Context: an optimization exercise on an open-source flow, tuned for small area, a short achievable clock period and few clock cycles per item. The choices shown serve that exercise and are no tape-out recipe.
Function was checked by simulation only, so behaviour that the tests miss may differ from the original.
Power and IR drop assume default switching activity.

Setup of job 3356:
// pkt_match_top
module pkt_match_top
(
  input  logic                                        clk_net,
  input  logic                                        rst,
  input  logic                                        in_vld,
  output logic                                        in_rdy,
  input  logic                                        in_sop,
  input  logic                                        in_eop,
  input  logic [3-1:0]                        in_length,
  input  logic [8*8-1:0]                 in_data,
  input  logic [4-1:0]                   type_word,
  input  logic [$clog2(8)-1:0]           type_off,
  input  logic [4*8-1:0]                 type_value,
  input  logic [4-1:0]                  sym_valid,
  input  logic [4*4-1:0]   sym_word,
  input  logic [4*8*8-1:0] sym_value,
  input  logic [4*4-1:0]        sym_buffer,
  input  logic                                        out_rdy,
  output logic                                        out_vld,
  output logic                                        out_sop,
  output logic                                        out_eop,
  output logic [3-1:0]                        out_length,
  output logic [8*8-1:0]                 out_data,
  output logic                                        out_hit,
  output logic [4-1:0]                        out_buffer
);
  ...
clock: 4.5 ns
lec_check: 0
cap_margin: 20
core_margin: 2
core_utilization: 40
setup_slack_margin: 1.8
slew_margin: 20
run.sh (not shown) runs the stock make flow with config.mk's settings and CLKGATE_MAP_FILE= SYNTH_SCRIPT=/design/flow/synth_recipe.tcl, a recipe that flattens the netlist after the stock synthesis.
Having completed the whole flow, job 3356 delivered a layout that passed the timing, design-rule and antenna checks.
Testbench counts of job 3356, summed over its fixed seeds: cycles 17,517, words 13,509.
--- input diff job 3356..job 1274 ---
- SETUP_SLACK_MARGIN now 2.5, was 1.8
- ABC_CLOCK_PERIOD_IN_PS now 2000, previously not set
==> comparison <==
Re number of top-level design ports: no difference whatsoever between job 1274 and job 3356.
Looking only at final core utilization, and setting everything else aside, the lower value of job 3356 and job 1274 goes to job 1274.
Job 1274 has via count above what job 3356 had.

========
Another version of the RTL of pkt_match_top (not shown whole).
Size in the first run: ~2,300 cells after synthesis, ~680 flip-flops, ~480 I/O pins, about 28,000 µm² of cells after synthesis.
// pkt_match_top
module pkt_match_top
(
  input  logic                                        clk_net,
  input  logic                                        rst,
  input  logic                                        in_vld,
  output logic                                        in_rdy,
  input  logic                                        in_sop,
  input  logic                                        in_eop,
  input  logic [3-1:0]                        in_length,
  input  logic [8*8-1:0]                 in_data,
  input  logic [4-1:0]                   type_word,
  input  logic [$clog2(8)-1:0]           type_off,
  input  logic [4*8-1:0]                 type_value,
  input  logic [4-1:0]                  sym_valid,
  input  logic [4*4-1:0]   sym_word,
  input  logic [4*8*8-1:0] sym_value,
  input  logic [4*4-1:0]        sym_buffer,
  input  logic                                        out_rdy,
  output logic                                        out_vld,
  output logic                                        out_sop,
  output logic                                        out_eop,
  output logic [3-1:0]                        out_length,
  output logic [8*8-1:0]                 out_data,
  output logic                                        out_hit,
  output logic [4-1:0]                        out_buffer
);
  localparam int W = 2 + 3 + 8*8 + 1 + 4;
  logic         rdy_r;
  logic         accept;
  logic         av, amv, bv, bmv, bload, room, sk_vld;
  logic [W-1:0] tword, out_word;
  logic         av_next, bv_next, sk_next, ov_next;
  logic         rdy_port_r;
  assign in_rdy = rdy_port_r;
  assign accept = in_vld & rdy_r;
  assign bmv    = bv & room;
  word_matcher u_matcher (
    .clk_net    (clk_net),
    .rst        (rst),
    .accept     (accept),
    .a_load     (rdy_r),
    .in_sop     (in_sop),
    .in_eop     (in_eop),
    .in_length  (in_length),
    .in_data    (in_data),
    .type_word  (type_word),
    .type_off   (type_off),
    .type_value (type_value),
    .sym_valid  (sym_valid),
    .sym_word   (sym_word),
    .sym_value  (sym_value),
    .sym_buffer (sym_buffer),
    .av         (av),
    .amv        (amv),
    .bv         (bv),
    .bmv        (bmv),
    .b_free     (~bv | room),
    .bload      (bload),
    .tword      (tword)
  );
  egress_stage #(.W(W)) u_egress (
  ...
export LEC_CHECK = 0
export ABC_AREA = 1
export CAP_MARGIN = 20
export CORE_MARGIN = 2
export CORE_UTILIZATION = 60
export CTS_CLUSTER_DIAMETER = 100
export CTS_CLUSTER_SIZE = 25
export SETUP_SLACK_MARGIN = 2.5
export SLEW_MARGIN = 20
create_clock -name core_clock -period 4.5 [get_ports {clk_net}]
standard.sh (not shown) runs the stock make flow with config.mk's settings and CLKGATE_MAP_FILE= SYNTH_SCRIPT=/design/flow/synth_recipe.tcl, a recipe that flattens the netlist after the stock synthesis.
==> flow/flow/run.sh <==
#!/bin/bash
cp standard.sh standard_sh.txt
cp synth_recipe.tcl synth_recipe_tcl.txt
export BUFFER_PORTS_ARGS="-buffer_cell sky130_fd_sc_hd__buf_1"
bash standard.sh > standard.log 2>&1
Testbench counts at the start, summed over its fixed seeds: cycles 17,426, words 13,509.
Then changed:
- ABC_AREA: 1 -> not set
- SETUP_SLACK_MARGIN: 2.5 -> 2.7
The new run ran to the end with no violations.
Cell count is lower by 16%.
Setup slack gains 0.014 ns.
Wire length is higher by 2.1%.
Then changed:
- SETUP_SLACK_MARGIN: 2.7 -> 2.3
What happened:
- clock-buffer cell count shrinks by 1
- via count shrinks by a little under a tenth
- worst setup slack loses 0.14 ns
- fmax goes down by a few percent
- combinational power falls by well over a third
- critical path depth rises by 3

========
pkt_match_top, a different RTL version from the one above (not shown whole).
Size in the first run: ~1600 cells after synthesis, roughly 680 flip-flops, roughly 480 I/O pins.
==> flow/design.v (excerpt) <==
module pkt_match_top
(
  input  logic                                        clk_net,
  input  logic                                        rst,
  input  logic                                        in_vld,
  output logic                                        in_rdy,
  input  logic                                        in_sop,
  input  logic                                        in_eop,
  input  logic [3-1:0]                        in_length,
  input  logic [8*8-1:0]                 in_data,
  input  logic [4-1:0]                   type_word,
  input  logic [$clog2(8)-1:0]           type_off,
  input  logic [4*8-1:0]                 type_value,
  input  logic [4-1:0]                  sym_valid,
  input  logic [4*4-1:0]   sym_word,
  input  logic [4*8*8-1:0] sym_value,
  input  logic [4*4-1:0]        sym_buffer,
  input  logic                                        out_rdy,
  output logic                                        out_vld,
  output logic                                        out_sop,
  output logic                                        out_eop,
  output logic [3-1:0]                        out_length,
  output logic [8*8-1:0]                 out_data,
  output logic                                        out_hit,
  output logic [4-1:0]                        out_buffer
);
  localparam int W = 2 + 3 + 8*8 + 1 + 4;
  logic         rdy_r;
  logic         accept;
  logic         av, amv, bv, bmv, bload, room, sk_vld;
  logic [W-1:0] tword, out_word;
  logic         av_next, bv_next, sk_next, ov_next;
  logic         rdy_port_r;
  assign in_rdy = rdy_port_r;
  assign accept = in_vld & rdy_r;
  assign bmv    = bv & room;
  word_matcher u_matcher (
    .clk_net    (clk_net),
    .rst        (rst),
    .accept     (accept),
    .a_load     (rdy_r),
    .in_sop     (in_sop),
    .in_eop     (in_eop),
    .in_length  (in_length),
    .in_data    (in_data),
    .type_word  (type_word),
    .type_off   (type_off),
    .type_value (type_value),
    .sym_valid  (sym_valid),
    .sym_word   (sym_word),
    .sym_value  (sym_value),
    .sym_buffer (sym_buffer),
    .av         (av),
    .amv        (amv),
    .bv         (bv),
    .bmv        (bmv),
    .b_free     (~bv | room),
    .bload      (bload),
    .tword      (tword)
  );
  egress_stage #(.W(W)) u_egress (
    .clk_net   (clk_net),
  ...
export LEC_CHECK = 0
export CAP_MARGIN = 20
export CORE_MARGIN = 2
export CORE_UTILIZATION = 60
export CTS_CLUSTER_DIAMETER = 100
export CTS_CLUSTER_SIZE = 25
export SETUP_SLACK_MARGIN = 2.5
export SLEW_MARGIN = 20
create_clock -name core_clock -period 4.5 [get_ports {clk_net}]
Scripts as last shown in full above: flow/flow/run.sh
The baseline ran to the end with no violations.
Testbench counts at the start, summed over its fixed seeds: cycles 17,426, words 13,509.
Change:
==> flow/flow/run.sh (replaced) <==
#!/bin/bash
cp standard.sh standard_sh.txt
cp synth_recipe.tcl synth_recipe_tcl.txt
export BUFFER_PORTS_ARGS="-buffer_cell sky130_fd_sc_hd__buf_2"
bash standard.sh > standard.log 2>&1
Effect: The changed run ran to the end with no violations; setup slack is better by 0.0087 ns; utilization goes up by 1.3 points; maximum frequency goes up by about 0.4%; clock skew barely changes; hold slack is better by 0.0035 ns; total power goes up by 0.46%.

## separate check: timing with driven ports
The flow's constraints put no driver on any port. The routed layouts listed below were extracted and timed again, unchanged, in two steps.
Step 1 (the two cells are an assumption about what drives the block):
set clk [get_ports {clk_net}]
set_driving_cell -lib_cell sky130_fd_sc_hd__clkbuf_16 $clk
set_driving_cell -lib_cell sky130_fd_sc_hd__buf_2 [delete_from_list [all_inputs] $clk]
Step 2 moves the port delays by t, midway between the first and last clock arrival at a register: inputs arrive t later, outputs are due t later. That takes back most of the time a late clock gives input paths.
Three values: ideal, step 1, step 2; two values: the first two.
run | t, ns | setup WS [ns] | worst setup path at the end | pins driven straight from the clock port
job 3356 | 0.679 | 1.242 / 1.242 / 1.161 | input to register | 1
job 1274 | 0.680 | 1.215 / 1.215 / 1.215 | register to register | 1
the first run of note 2 | 0.682 | 2.475 / 2.413 / 1.951 | input to register | 1
the second run of note 2 | 0.667 | 2.489 / 2.431 / 2.058 | input to register | 1
the third run of note 2 | 0.665 | 2.345 / 2.288 / 1.777 | input to register | 1
the first run of note 3 | 0.667 | 2.344 / 2.344 / 1.948 | input to register | 1
the second run of note 3 | 0.674 | 2.353 / 2.353 / 1.860 | input to register | 1
After both steps setup and hold are still met in every run listed. The setup slack of the third run of note 2, which loses most, moves by -0.057 ns with the drivers and by -0.568 ns with both steps.
